Context: an optimization exercise on an open-source flow, tuned for small area. The choices shown serve that exercise and are no tape-out recipe. Only simulation tests tie the RTL to the original design; equivalence was not proved. Power and IR drop assume default switching activity.

job 101:
// memoria_dados
module memoria_dados
(
  input  logic                     clock,
  input  logic                     reset_n,
  input  logic                     permisao_escrita,
  input  logic                     permisao_leitura,
  input  memoria_dados_pkg::addr_t endereco,
  input  memoria_dados_pkg::word_t dado_escrita,
  output memoria_dados_pkg::word_t dado_leitura
);
  localparam int NW = memoria_dados_pkg::NUM_WORDS;
  localparam int DW = memoria_dados_pkg::DATA_WIDTH;
  localparam int NG = NW / 3;
  localparam int NR = NW - 3 * NG;
  memoria_dados_pkg::idx_t indice;
  memoria_dados_pkg::word_t mem_q [NW];
  logic valido_q;
  decod_endereco_dados u_decod (
    .endereco(endereco),
    .indice(indice)
  );
  logic [NW-1:0] esc;
  logic [NW-1:0] ret;
  always_comb begin
    for (int i = 0; i < NW; i++) begin
      esc[i] = permisao_escrita && indice == i[memoria_dados_pkg::WORD_INDEX_BITS-1:0];
      ret[i] = valido_q && !esc[i];
    end
  end
  memoria_dados_pkg::word_t mem_d [NW];
  for (genvar i = 0; i < NW; i++) begin : g_pal
    for (genvar b = 0; b < DW; b++) begin : g_bit
      sel_escrita u_esc (
        .w(esc[i]),
        .h(ret[i]),
        .d(dado_escrita[b]),
        .q(mem_q[i][b]),
        .y(mem_d[i][b])
      );
    end
  end
  ...
For scale: roughly 5,500 cells after synthesis, ~2,000 flip-flops, about 70,000 sq um of cells after synthesis.
==> module sel_escrita, before the edit <==
module sel_escrita
(
  input  logic w,
  input  logic h,
  input  logic d,
  input  logic q,
  output logic y
);
  assign y = (w & d) | (h & q);
endmodule
==> module memoria_dados, before the edit <==
module memoria_dados
(
  input  logic                     clock,
  input  logic                     reset_n,
  input  logic                     permisao_escrita,
  input  logic                     permisao_leitura,
  input  memoria_dados_pkg::addr_t endereco,
  input  memoria_dados_pkg::word_t dado_escrita,
  output memoria_dados_pkg::word_t dado_leitura
);
  localparam int NW = memoria_dados_pkg::NUM_WORDS;
  localparam int DW = memoria_dados_pkg::DATA_WIDTH;
  localparam int NG = NW / 3;
  localparam int NR = NW - 3 * NG;
  memoria_dados_pkg::idx_t indice;
  memoria_dados_pkg::word_t mem_q [NW];
  logic valido_q;
  decod_endereco_dados u_decod (
    .endereco(endereco),
    .indice(indice)
  );
  logic [NW-1:0] esc;
  logic [NW-1:0] ret;
  always_comb begin
    for (int i = 0; i < NW; i++) begin
      esc[i] = permisao_escrita && indice == i[memoria_dados_pkg::WORD_INDEX_BITS-1:0];
      ret[i] = valido_q && !esc[i];
    end
  end
  memoria_dados_pkg::word_t mem_d [NW];
  for (genvar i = 0; i < NW; i++) begin : g_pal
    for (genvar b = 0; b < DW; b++) begin : g_bit
      sel_escrita u_esc (
        .w(esc[i]),
        .h(ret[i]),
        .d(dado_escrita[b]),
        .q(mem_q[i][b]),
        .y(mem_d[i][b])
      );
    end
  end
  always_ff @(posedge clock) begin
    for (int i = 0; i < NW; i++) mem_q[i] <= mem_d[i];
  end
  always_ff @(posedge clock or negedge reset_n) begin
    if (!reset_n) valido_q <= 1'b0;
    else if (permisao_escrita) valido_q <= 1'b1;
  end
  logic [NW-1:0] sel_leitura;
  always_comb begin
    for (int i = 0; i < NW; i++)
      sel_leitura[i] = permisao_leitura && valido_q && indice == i[memoria_dados_pkg::WORD_INDEX_BITS-1:0];
  end
  for (genvar b = 0; b < DW; b++) begin : g_bit
    logic [NW-1:0] coluna;
    logic [NG-1:0] parcial_n;
    for (genvar i = 0; i < NW; i++) begin : g_col
      assign coluna[i] = mem_q[i][b];
    end
    for (genvar g = 0; g < NG; g++) begin : g_grp
      sel_aoi3 u_aoi (
        .dado(coluna[3*g +: 3]),
        .sel(sel_leitura[3*g +: 3]),
        .y_n(parcial_n[g])
      );
    end
    if (NR > 0) begin : g_resto
      assign dado_leitura[b] = ~&parcial_n | |(coluna[NW-1:3*NG] & sel_leitura[NW-1:3*NG]);
    end else begin : g_sem_resto
      assign dado_leitura[b] = ~&parcial_n;
    end
  end
endmodule
export LEC_CHECK = 0
export CAP_MARGIN = 30
export CORE_MARGIN = 2
export CORE_UTILIZATION = 50
export CTS_BUF_LIST = sky130_fd_sc_hd__clkbuf_8
export CTS_CLUSTER_DIAMETER = 80
export CTS_CLUSTER_SIZE = 16
export PLACE_DENSITY = 0.65
export SLEW_MARGIN = 20
export SYNTH_HIERARCHICAL = 1
export SYNTH_MINIMUM_KEEP_SIZE = 0
create_clock -name core_clock -period 12.0 [get_ports {clock}]
run.sh (not shown) runs the stock make flow with config.mk's settings and CLKGATE_MAP_FILE= SYNTH_SCRIPT=/design/flow/synth_recipe.tcl, a recipe that flattens the netlist after the stock synthesis.
> inputs changed (job 101 -> job 102)
-- flow/design.v --
<<< job 101, line 26
(
  input  logic w,
  input  logic h,
  input  logic d,
  input  logic q,
  output logic y
);
  assign y = (w & d) | (h & q);
endmodule
module memoria_dados
>>> job 102, line 26
(
  input  logic w,
  input  logic w_n,
  input  logic d,
  input  logic q,
  output logic y
);
  assign y = (w & d) | (w_n & q);
endmodule
module memoria_dados
<<< job 101, line 49
  memoria_dados_pkg::idx_t indice;
  memoria_dados_pkg::word_t mem_q [NW];
  logic valido_q;
  decod_endereco_dados u_decod (
    .endereco(endereco),
>>> job 102, line 49
  memoria_dados_pkg::idx_t indice;
  memoria_dados_pkg::word_t mem_q [NW];
  logic [NW-1:0] valido_q;
  decod_endereco_dados u_decod (
    .endereco(endereco),
<<< job 101, line 55
  );
  logic [NW-1:0] esc;
  logic [NW-1:0] ret;
  always_comb begin
    for (int i = 0; i < NW; i++) begin
      esc[i] = permisao_escrita && indice == i[memoria_dados_pkg::WORD_INDEX_BITS-1:0];
      ret[i] = valido_q && !esc[i];
    end
  end
>>> job 102, line 55
  );
  logic [NW-1:0] esc;
  logic [NW-1:0] esc_n;
  always_comb begin
    for (int i = 0; i < NW; i++) begin
      esc[i]   = permisao_escrita && indice == i[memoria_dados_pkg::WORD_INDEX_BITS-1:0];
      esc_n[i] = ~esc[i];
    end
  end
<<< job 101, line 67
      sel_escrita u_esc (
        .w(esc[i]),
        .h(ret[i]),
        .d(dado_escrita[b]),
        .q(mem_q[i][b]),
>>> job 102, line 67
      sel_escrita u_esc (
        .w(esc[i]),
        .w_n(esc_n[i]),
        .d(dado_escrita[b]),
        .q(mem_q[i][b]),
<<< job 101, line 78
  end
  always_ff @(posedge clock or negedge reset_n) begin
    if (!reset_n) valido_q <= 1'b0;
    else if (permisao_escrita) valido_q <= 1'b1;
  end
  logic [NW-1:0] sel_leitura;
  always_comb begin
    for (int i = 0; i < NW; i++)
      sel_leitura[i] = permisao_leitura && valido_q && indice == i[memoria_dados_pkg::WORD_INDEX_BITS-1:0];
  end
  for (genvar b = 0; b < DW; b++) begin : g_bit
>>> job 102, line 78
  end
  always_ff @(posedge clock or negedge reset_n) begin
    if (!reset_n) begin
      valido_q <= '0;
    end else begin
      for (int i = 0; i < NW; i++)
        if (esc[i]) valido_q[i] <= 1'b1;
    end
  end
  logic [NW-1:0] sel_leitura;
  always_comb begin
    for (int i = 0; i < NW; i++)
      sel_leitura[i] = permisao_leitura && valido_q[i] && indice == i[memoria_dados_pkg::WORD_INDEX_BITS-1:0];
  end
  for (genvar b = 0; b < DW; b++) begin : g_bit
==> results.txt <==
Job 102 completed end to end with timing, DRC and antenna clean.
Between job 102 and job 101, routed wire length is lower for job 101, job 102 comes in above that.
Job 102 vs job 101, total power density per cell area went up by 2.9%.
Area growth from synthesis to layout: job 102 lower than job 101
Job 102: total CTS buffers 8 above job 101
Summary of job 102 over job 101: sequential element share of the synthesized area now sits higher, count of cell instances traversed by the critical path went down 2, cell count after synthesis went up, global-route usage lower, area after synthesis moved up.
Between job 102 and job 101, setup slack after placement is higher for job 102, job 101 comes in under that.
Global-route wire length before repair, job 102 and job 101, higher one = job 102.

---

Setup of west:
Another version of the RTL of memoria_dados (not shown whole).
Size in the first run: roughly 5900 cells after synthesis, ~2000 flip-flops, ~52 I/O pins, roughly 0.069 mm^2 of cells after synthesis.
==> module celula_escrita, before the edit <==
module celula_escrita
(
  input  logic esc_n,
  input  logic dado_n,
  input  logic ret_n,
  input  logic q_n,
  output logic y_n
);
  assign y_n = (esc_n | dado_n) & (ret_n | q_n);
endmodule
==> module leitura_par, before the edit <==
module leitura_par
(
  input  logic [1:0] sel_n,
  input  logic [1:0] q_n,
  output logic       y
);
  assign y = ~((sel_n[0] | q_n[0]) & (sel_n[1] | q_n[1]));
endmodule
==> module nao_ou4, before the edit <==
module nao_ou4
(
  input  logic [3:0] a,
  output logic       y
);
  assign y = ~|a;
endmodule
==> module nao_e4, before the edit <==
module nao_e4
(
  input  logic [3:0] a,
  output logic       y
);
  assign y = ~&a;
endmodule
==> module memoria_dados, before the edit <==
module memoria_dados
(
  input  logic                     clock,
  input  logic                     reset_n,
  input  logic                     permisao_escrita,
  input  logic                     permisao_leitura,
  input  memoria_dados_pkg::addr_t endereco,
  input  memoria_dados_pkg::word_t dado_escrita,
  output memoria_dados_pkg::word_t dado_leitura
);
  localparam int NW = memoria_dados_pkg::NUM_WORDS;
  localparam int DW = memoria_dados_pkg::DATA_WIDTH;
  localparam int IB = memoria_dados_pkg::WORD_INDEX_BITS;
  localparam int NB = 8;
  localparam int NA = NW / NB;
  memoria_dados_pkg::idx_t indice;
  memoria_dados_pkg::word_t mem_n_q [NW];
  memoria_dados_pkg::word_t mem_n_d [NW];
  memoria_dados_pkg::word_t dado_n;
  logic valido_q;
  decod_endereco_dados u_decod (
    .endereco(endereco),
    .indice(indice)
  );
  always_ff @(posedge clock or negedge reset_n) begin
    if (!reset_n) valido_q <= 1'b0;
    else if (permisao_escrita) valido_q <= 1'b1;
  end
  logic [NB-1:0] esc_baixo;
  logic [NB-1:0] leit_baixo;
  logic [NA-1:0] alto;
  always_comb begin
    for (int j = 0; j < NB; j++) begin
      esc_baixo[j]  = permisao_escrita && indice[2:0] == j[2:0];
      leit_baixo[j] = permisao_leitura && valido_q && indice[2:0] == j[2:0];
    end
    for (int k = 0; k < NA; k++) alto[k] = indice[IB-1:3] == k[IB-4:0];
  end
  logic [NW-1:0] esc_n;
  logic [NW-1:0] ret_n;
  logic [NW-1:0] sel_n;
  for (genvar i = 0; i < NW; i++) begin : g_linha
    nao_e u_esc (.a(esc_baixo[i % NB]), .b(alto[i / NB]), .y(esc_n[i]));
    nao_e u_ret (.a(valido_q), .b(esc_n[i]), .y(ret_n[i]));
    nao_e u_sel (.a(leit_baixo[i % NB]), .b(alto[i / NB]), .y(sel_n[i]));
  end
  assign dado_n = ~dado_escrita;
  for (genvar i = 0; i < NW; i++) begin : g_pal
    for (genvar b = 0; b < DW; b++) begin : g_bit
      celula_escrita u_cel (
        .esc_n(esc_n[i]),
        .dado_n(dado_n[b]),
        .ret_n(ret_n[i]),
        .q_n(mem_n_q[i][b]),
        .y_n(mem_n_d[i][b])
      );
    end
  end
  always_ff @(posedge clock) begin
    for (int i = 0; i < NW; i++) mem_n_q[i] <= mem_n_d[i];
  end
  for (genvar b = 0; b < DW; b++) begin : g_leit
    logic [NW/2-1:0]  par;
    logic [NW/32-1:0] n2;
    for (genvar p = 0; p < NW/2; p++) begin : g_par
      leitura_par u_par (
        .sel_n(sel_n[2*p +: 2]),
        .q_n({mem_n_q[2*p+1][b], mem_n_q[2*p][b]}),
        .y(par[p])
      );
    end
    for (genvar g = 0; g < NW/32; g++) begin : g_n2
      ou16 u_n2 (.a(par[16*g +: 16]), .y(n2[g]));
    end
    ou4 u_fim (.a(n2), .y(dado_leitura[b]));
  end
endmodule
clock: 12.0 ns
lec_check: 0
cap_margin: 30
core_margin: 2
core_utilization: 60
cts_buf_list: sky130_fd_sc_hd__clkbuf_8
cts_cluster_diameter: 80
cts_cluster_size: 16
place_density: 0.75
slew_margin: 20
synth_hierarchical: 1
synth_minimum_keep_size: 0
Input changes introduced in south (baseline for comparison: west):
-- flow/design.v --
<<< west, line 18
(
  input  logic esc_n,
  input  logic dado_n,
  input  logic ret_n,
  input  logic q_n,
  output logic y_n
);
  assign y_n = (esc_n | dado_n) & (ret_n | q_n);
endmodule
module leitura_par
(
  input  logic [1:0] sel_n,
  input  logic [1:0] q_n,
  output logic       y
);
  assign y = ~((sel_n[0] | q_n[0]) & (sel_n[1] | q_n[1]));
endmodule
module nao_e
>>> south, line 18
(
  input  logic esc_n,
  input  logic c,
  input  logic ret_n,
  input  logic q,
  output logic y
);
  assign y = ~((ret_n | q) & (esc_n | c));
endmodule
module leitura_par
(
  input  logic [1:0] sel_n,
  input  logic [1:0] q,
  output logic       y
);
  assign y = ~((sel_n[0] | q[0]) & (sel_n[1] | q[1]));
endmodule
module nao_e
<<< west, line 40
);
  assign y = ~(a & b);
endmodule
module nao_ou4
(
  input  logic [3:0] a,
  output logic       y
);
  assign y = ~|a;
endmodule
module nao_e4
(
  input  logic [3:0] a,
  output logic       y
);
  assign y = ~&a;
endmodule
module ou16
>>> south, line 40
);
  assign y = ~(a & b);
endmodule
module ou16
<<< west, line 85
  localparam int NA = NW / NB;
  memoria_dados_pkg::idx_t indice;
  memoria_dados_pkg::word_t mem_n_q [NW];
  memoria_dados_pkg::word_t mem_n_d [NW];
  memoria_dados_pkg::word_t dado_n;
  logic valido_q;
  decod_endereco_dados u_decod (
    .endereco(endereco),
>>> south, line 71
  localparam int NA = NW / NB;
  memoria_dados_pkg::idx_t indice;
  memoria_dados_pkg::word_t mem_q [NW];
  memoria_dados_pkg::word_t mem_d [NW];
  memoria_dados_pkg::word_t dado_cod;
  memoria_dados_pkg::word_t leitura;
  logic valido_q;
  logic fase_q;
  logic fase_d;
  decod_endereco_dados u_decod (
    .endereco(endereco),
<<< west, line 97
    else if (permisao_escrita) valido_q <= 1'b1;
  end
  logic [NB-1:0] esc_baixo;
  logic [NB-1:0] leit_baixo;
>>> south, line 86
    else if (permisao_escrita) valido_q <= 1'b1;
  end
  assign fase_d = valido_q && !fase_q;
  always_ff @(posedge clock) fase_q <= fase_d;
  logic [NB-1:0] esc_baixo;
  logic [NB-1:0] leit_baixo;
<<< west, line 115
    nao_e u_sel (.a(leit_baixo[i % NB]), .b(alto[i / NB]), .y(sel_n[i]));
  end
  assign dado_n = ~dado_escrita;
  for (genvar i = 0; i < NW; i++) begin : g_pal
    for (genvar b = 0; b < DW; b++) begin : g_bit
      celula_escrita u_cel (
        .esc_n(esc_n[i]),
        .dado_n(dado_n[b]),
        .ret_n(ret_n[i]),
        .q_n(mem_n_q[i][b]),
        .y_n(mem_n_d[i][b])
      );
    end
  end
  always_ff @(posedge clock) begin
    for (int i = 0; i < NW; i++) mem_n_q[i] <= mem_n_d[i];
  end
  for (genvar b = 0; b < DW; b++) begin : g_leit
>>> south, line 106
    nao_e u_sel (.a(leit_baixo[i % NB]), .b(alto[i / NB]), .y(sel_n[i]));
  end
  assign dado_cod = ~(dado_escrita ^ {DW{fase_d}});
  for (genvar i = 0; i < NW; i++) begin : g_pal
    for (genvar b = 0; b < DW; b++) begin : g_bit
      celula_escrita u_cel (
        .esc_n(esc_n[i]),
        .c(dado_cod[b]),
        .ret_n(ret_n[i]),
        .q(mem_q[i][b]),
        .y(mem_d[i][b])
      );
    end
  end
  always_ff @(posedge clock) begin
    for (int i = 0; i < NW; i++) mem_q[i] <= mem_d[i];
  end
  for (genvar b = 0; b < DW; b++) begin : g_leit
<<< west, line 136
      leitura_par u_par (
        .sel_n(sel_n[2*p +: 2]),
        .q_n({mem_n_q[2*p+1][b], mem_n_q[2*p][b]}),
        .y(par[p])
      );
>>> south, line 127
      leitura_par u_par (
        .sel_n(sel_n[2*p +: 2]),
        .q({mem_q[2*p+1][b], mem_q[2*p][b]}),
        .y(par[p])
      );
<<< west, line 143
      ou16 u_n2 (.a(par[16*g +: 16]), .y(n2[g]));
    end
    ou4 u_fim (.a(n2), .y(dado_leitura[b]));
  end
endmodule
>>> south, line 134
      ou16 u_n2 (.a(par[16*g +: 16]), .y(n2[g]));
    end
    ou4 u_fim (.a(n2), .y(leitura[b]));
  end
  assign dado_leitura = leitura ^ {DW{permisao_leitura && valido_q && !fase_q}};
endmodule
## What came out
south completed every stage of the flow, and the final layout passed the timing, DRC and antenna checks. west completed every stage of the flow, and the final layout passed the timing, DRC and antenna checks. [compare] base=west new=south: clock network area share now sits higher; met2 usage in global routing shows a reduction of 1.6 points; clock group share of total power decreased 4.9 points. south ended up with met1 as its most utilized layer in the global route result; west ended up with met2. Any difference in share of final-layout standard cells stronger than drive strength 1 between south and west is small enough to ignore. Delay of the slowest cell on the worst path was lower in west than in south. Changes observed in south relative to west: critical path depth has increased; shortest clock period the worst path allows after layout now sits higher; number of sequential cells roughly the same; setup slack fell 0.49 ns.

[static timing again, ports no longer ideal]
The flow's constraints put no driver on any port. The routed layouts listed below were extracted and timed again, unchanged, in two steps. Step 1: set_driving_cell puts a clkbuf_16 on clock and a buf_2 on each other input, an assumption about the parent block. Step 2 times the ports against the registers' clock, not the clock port: input delays grow and output delays shrink by t, the midpoint of the rising clock arrivals with the driver on. a / b / c = ideal / step 1 / step 2; a / b = the first two.
| run | t (ns) | slack for setup (ns) | worst setup path at the end |
|---|---|---|---|
| job 101 | 1.010 | 1.586 / 1.551 / 1.551 | input to output |
| job 102 | 0.985 | 1.686 / 1.582 / 1.582 | input to output |
| west | 0.954 | 2.011 / 1.985 / 1.985 | input to output |
| south | 0.940 | 1.526 / 1.499 / 1.499 | input to output |
After both steps every run listed still meets setup and hold. The setup slack of job 102, which loses most, moves by -0.104 ns with the drivers and by -0.104 ns with both steps.
